Background: an optimization exercise with open tools, aiming at small area. Do not read the settings as production practice. In this exercise RTL edits were held to simulation tests only and were not proved equivalent to the original. Power figures rest on the tool's default switching activity, not on a simulated workload.

Design mips_writeback_regfile, start of the top module:
module mips_writeback_regfile #(
    parameter int PRELOAD_EN = 1,
    parameter int XLEN       = 32
) (
    input  logic            clock,
    input  logic            reset,
    input  logic            in_valid,
    input  logic [4:0]      in_rd,
    input  logic [XLEN-1:0] in_data,
    input  logic [4:0]      rs_addr,
    input  logic [4:0]      rt_addr,
    output logic [XLEN-1:0] rs_data,
    output logic [XLEN-1:0] rt_data,
    output logic            wb_valid,
    output logic [4:0]      wb_rd,
    output logic [XLEN-1:0] wb_data,
    output logic [31:0]     retire_count
);
clock: 7.0 ns
lec_check: 0
abc_area: 1
cap_margin: 20
core_margin: 2
core_utilization: 55
place_density: 0.7
slew_margin: 20
synth_hierarchical: 1
standard.sh (not shown) runs the stock make flow with config.mk's settings and CLKGATE_MAP_FILE= SYNTH_SCRIPT=/design/flow/synth_recipe.tcl, a recipe that flattens the netlist after the stock synthesis.
==> flow/flow/run.sh <==
#!/bin/bash
# Own layout flow: the standard synthesis, then a re-map of its combinational
# logic with a stronger ABC script (every register instance is kept as the
# standard synthesis made it), then the standard ORFS layout steps.
set -euo pipefail
W=$(pwd)
F=$W/flow
R=$W/orfs/results/$FLOW_PLATFORM/mips_writeback_regfile/base
PDIR=$FLOW_HOME/platforms/$FLOW_PLATFORM

# 1. standard synthesis
bash standard.sh synth > $W/log_1_synth.log 2>&1

# 2. re-map the combinational logic
cp $R/1_2_yosys.v $W/std_1_2_yosys.v
export LIB=$PDIR/lib/sky130_fd_sc_hd__tt_025C_1v80.lib
export TOP=$FLOW_TOP
export ABC_SCRIPT=$F/remap.abc
export DONT_USE="$(sed -n '/DONT_USE_CELLS +=/,/^$/p' $PDIR/config.mk | grep -o 'sky130_fd_sc_hd__[a-z0-9_]*' | tr '\n' ' ')"
export IN_V=$W/std_1_2_yosys.v
export OUT_V=$W/remap_1_2_yosys.v
YOSYS=$(command -v yosys || echo $FLOW_HOME/../tools/install/yosys/bin/yosys)
$YOSYS -c $F/remap.tcl > $W/log_2_remap.log 2>&1
cp $OUT_V $R/1_2_yosys.v
rm -f $R/1_synth.odb $R/1_synth.sdc

# 3. the standard layout on the re-mapped netlist
# port buffers: the smallest buffer; clock tree: no dummy loads
bash standard.sh finish \
  "BUFFER_PORTS_ARGS=-buffer_cell sky130_fd_sc_hd__buf_1" \
  "CTS_ARGS=-sink_clustering_enable -repair_clock_nets -dont_use_dummy_load -sink_clustering_size 28 -sink_clustering_max_diameter 110 -buf_list {sky130_fd_sc_hd__clkbuf_16}" \
  > $W/log_3_layout.log 2>&1
Other scripts of this flow, unchanged in this note and not shown: flow/flow/remap.abc, flow/flow/remap.tcl
The starting point completed with no timing, DRC or antenna violations.
Next try:
--- a/flow/flow/run.sh
+++ b/flow/flow/run.sh
@@ -30,3 +30,3 @@
   "BUFFER_PORTS_ARGS=-buffer_cell sky130_fd_sc_hd__buf_1" \
-  "CTS_ARGS=-sink_clustering_enable -repair_clock_nets -dont_use_dummy_load -sink_clustering_size 28 -sink_clustering_max_diameter 110 -buf_list {sky130_fd_sc_hd__clkbuf_16}" \
+  "CTS_ARGS=-sink_clustering_enable -repair_clock_nets -dont_use_dummy_load -sink_clustering_size 24 -sink_clustering_max_diameter 120 -buf_list {sky130_fd_sc_hd__clkbuf_16}" \
   > $W/log_3_layout.log 2>&1
--- a/flow/config.mk
+++ b/flow/config.mk
@@ -10,4 +10,3 @@
 export CORE_MARGIN = 2
-export CORE_UTILIZATION = 55
-export PLACE_DENSITY = 0.7
+export CORE_UTILIZATION = 40
 export SLEW_MARGIN = 20
Outcome: The new run ran to the end with no violations; utilization went down by 16 points; worst hold slack got worse by 8.5 ps; via count went down by 1.5%; synthesized cell count does not change; combinational power stays flat; total power went up by 2.4%.
Next try:
--- a/flow/flow/run.sh
+++ b/flow/flow/run.sh
@@ -30,3 +30,3 @@
   "BUFFER_PORTS_ARGS=-buffer_cell sky130_fd_sc_hd__buf_1" \
-  "CTS_ARGS=-sink_clustering_enable -repair_clock_nets -dont_use_dummy_load -sink_clustering_size 24 -sink_clustering_max_diameter 120 -buf_list {sky130_fd_sc_hd__clkbuf_16}" \
+  "CTS_ARGS=-sink_clustering_enable -repair_clock_nets -dont_use_dummy_load -sink_clustering_size 28 -sink_clustering_max_diameter 110 -buf_list {sky130_fd_sc_hd__clkbuf_16}" \
   > $W/log_3_layout.log 2>&1
- cell area decreases by 0.35%
- worst hold slack stays flat
- area after synthesis is unchanged
- wire length stays flat
- worst setup slack degrades by 53 ps
Next try:
--- a/flow/flow/run.sh
+++ b/flow/flow/run.sh
@@ -30,3 +30,3 @@
   "BUFFER_PORTS_ARGS=-buffer_cell sky130_fd_sc_hd__buf_1" \
-  "CTS_ARGS=-sink_clustering_enable -repair_clock_nets -dont_use_dummy_load -sink_clustering_size 28 -sink_clustering_max_diameter 110 -buf_list {sky130_fd_sc_hd__clkbuf_16}" \
+  "CTS_ARGS=-sink_clustering_enable -repair_clock_nets -dont_use_dummy_load -sink_clustering_size 12 -sink_clustering_max_diameter 80 -buf_list {sky130_fd_sc_hd__clkbuf_8}" \
   > $W/log_3_layout.log 2>&1
Result: Setup slack gains 51 ps; wire length climbs slightly; power grows by a few percent; via count rose slightly.


## raven
Starting RTL as in the previous note.
Design mips_writeback_regfile, start of the top module:
module mips_writeback_regfile #(
    parameter int PRELOAD_EN = 1,
    parameter int XLEN       = 32
) (
    input  logic            clock,
    input  logic            reset,
    input  logic            in_valid,
    input  logic [4:0]      in_rd,
    input  logic [XLEN-1:0] in_data,
    input  logic [4:0]      rs_addr,
    input  logic [4:0]      rt_addr,
    output logic [XLEN-1:0] rs_data,
    output logic [XLEN-1:0] rt_data,
    output logic            wb_valid,
    output logic [4:0]      wb_rd,
    output logic [XLEN-1:0] wb_data,
    output logic [31:0]     retire_count
);
clock: 7.0 ns
lec_check: 0
abc_area: 1
cap_margin: 20
core_margin: 2
core_utilization: 40
slew_margin: 20
synth_hierarchical: 1
==> flow/flow/run.sh <==
#!/bin/bash
# Own layout flow: the standard synthesis, then a re-map of its combinational
# logic with a stronger ABC script (every register instance is kept as the
# standard synthesis made it), then the standard ORFS layout steps.
set -euo pipefail
W=$(pwd)
F=$W/flow
R=$W/orfs/results/$FLOW_PLATFORM/mips_writeback_regfile/base
PDIR=$FLOW_HOME/platforms/$FLOW_PLATFORM

# 1. standard synthesis
bash standard.sh synth > $W/log_1_synth.log 2>&1

# 2. re-map the combinational logic
cp $R/1_2_yosys.v $W/std_1_2_yosys.v
export LIB=$PDIR/lib/sky130_fd_sc_hd__tt_025C_1v80.lib
export TOP=$FLOW_TOP
export ABC_SCRIPT=$F/remap.abc
export DONT_USE="$(sed -n '/DONT_USE_CELLS +=/,/^$/p' $PDIR/config.mk | grep -o 'sky130_fd_sc_hd__[a-z0-9_]*' | tr '\n' ' ')"
export IN_V=$W/std_1_2_yosys.v
export OUT_V=$W/remap_1_2_yosys.v
YOSYS=$(command -v yosys || echo $FLOW_HOME/../tools/install/yosys/bin/yosys)
$YOSYS -c $F/remap.tcl > $W/log_2_remap.log 2>&1
cp $OUT_V $R/1_2_yosys.v
rm -f $R/1_synth.odb $R/1_synth.sdc

# 3. the standard layout on the re-mapped netlist
bash standard.sh finish > $W/log_3_layout.log 2>&1
==> flow/flow/remap.abc <==
strash
&get -n
&nf -R 1000
&put
==> flow/flow/remap.tcl <==
# Re-map the combinational logic of a mapped netlist with another ABC
# script, keeping every sequential cell instance (name, type) untouched.
# env: IN_V OUT_V LIB TOP ABC_SCRIPT DONT_USE
yosys -import
set lib $::env(LIB)
# sequential cells: those with an ff or latch group in the liberty file
set fh [open $lib r]; set txt [read $fh]; close $fh
set mods {sky130_fd_sc_hd__conb_1}
set cur ""
foreach line [split $txt "\n"] {
  if {[regexp {^\s*cell\s*\(\s*"?([A-Za-z0-9_]+)"?\s*\)} $line -> c]} { set cur $c }
  if {$cur ne "" && [regexp {^\s*(ff|latch|statetable)\s*\(} $line]} {
    if {[lsearch -exact $mods $cur] < 0} { lappend mods $cur }
  }
}
read_liberty -ignore_miss_func $lib
foreach m $mods { catch {delete $m} }
read_liberty -lib -nooverwrite $lib
read_verilog -defer $::env(IN_V)
hierarchy -top $::env(TOP)
flatten
opt_clean -purge
tee -o $::env(OUT_V).pre.stat stat -liberty $lib
set dont {}
foreach c $::env(DONT_USE) { lappend dont -dont_use $c }
abc -script $::env(ABC_SCRIPT) -liberty $lib {*}$dont
opt_clean -purge
hilomap -singleton -hicell sky130_fd_sc_hd__conb_1 HI -locell sky130_fd_sc_hd__conb_1 LO
splitnets
opt_clean -purge
tee -o $::env(OUT_V).stat stat -liberty $lib
read_liberty -lib -nooverwrite $lib
check -assert
write_verilog -noattr -nohex -nodec $::env(OUT_V)
## Diff of input files: pepper against raven
diff --git a/flow/flow/run.sh b/flow/flow/run.sh
--- a/flow/flow/run.sh
+++ b/flow/flow/run.sh
@@ -28 +28,5 @@
-bash standard.sh finish > $W/log_3_layout.log 2>&1
+# port buffers: the smallest buffer; clock tree: no dummy loads
+bash standard.sh finish \
+  "BUFFER_PORTS_ARGS=-buffer_cell sky130_fd_sc_hd__buf_1" \
+  "CTS_ARGS=-sink_clustering_enable -repair_clock_nets -dont_use_dummy_load -buf_list {sky130_fd_sc_hd__clkbuf_4 sky130_fd_sc_hd__clkbuf_8}" \
+  > $W/log_3_layout.log 2>&1
Notes after the runs:
Re post-route clock period utilization: pepper is 5.3 points down on raven.
Reported for raven and pepper, number of port buffers turned out identical to the last digit.
Taking raven as the reference point, the count of fill cells added during filler insertion of pepper rises by 373.
| share of power burned in combinational logic | pepper vs raven | 0.4 points higher |
Relative to raven, global-route usage decreased by 0.17 points in pepper.
In the metrics for raven and pepper, the one carrying the lower final-layout clock buffer total is raven.

[re-timing with driven ports]
The results above use ideal ports. As a check the final layouts listed here were re-extracted and re-timed, cells and wires unchanged. Step 1 (the two cells are an assumption about what drives the block):
set clk [get_ports {clock}]
set_driving_cell -lib_cell sky130_fd_sc_hd__clkbuf_16 $clk
set_driving_cell -lib_cell sky130_fd_sc_hd__buf_2 [delete_from_list [all_inputs] $clk]
Step 2 moves the port delays by t, midway between the first and last clock arrival at a register: inputs arrive t later, outputs are due t later. That takes back most of the time a late clock gives input paths. a / b / c = ideal / step 1 / step 2; a / b = the first two.
run	shift t [ns]	setup slack, ns	hold WS [ns]	clock arrival spread, ns	slew at the worst register clock pin (ns)
the first run of note 1	0.698	0.669 / 0.614 / 0.614	0.452 / 0.452 / 0.452	0.043 / 0.042	0.12 / 0.12
the second run of note 1	0.710	0.930 / 0.854 / 0.854	0.444 / 0.444 / 0.444	0.051 / 0.050	0.10 / 0.10
the third run of note 1	0.718	0.877 / 0.803 / 0.803	0.444 / 0.444 / 0.444	0.068 / 0.067	0.12 / 0.12
the fourth run of note 1	0.836	0.928 / 0.855 / 0.855	0.440 / 0.440 / 0.440	0.091 / 0.091	0.09 / 0.09
raven	0.776	0.443 / 0.371 / 0.371	0.440 / 0.440 / 0.440	0.035 / 0.034	0.07 / 0.07
pepper	0.897	0.817 / 0.743 / 0.743	0.437 / 0.437 / 0.437	0.090 / 0.090	0.07 / 0.07
After both steps every run listed still meets setup and hold. The setup slack of the second run of note 1, which loses most, moves by -0.076 ns with the drivers and by -0.076 ns with both steps.
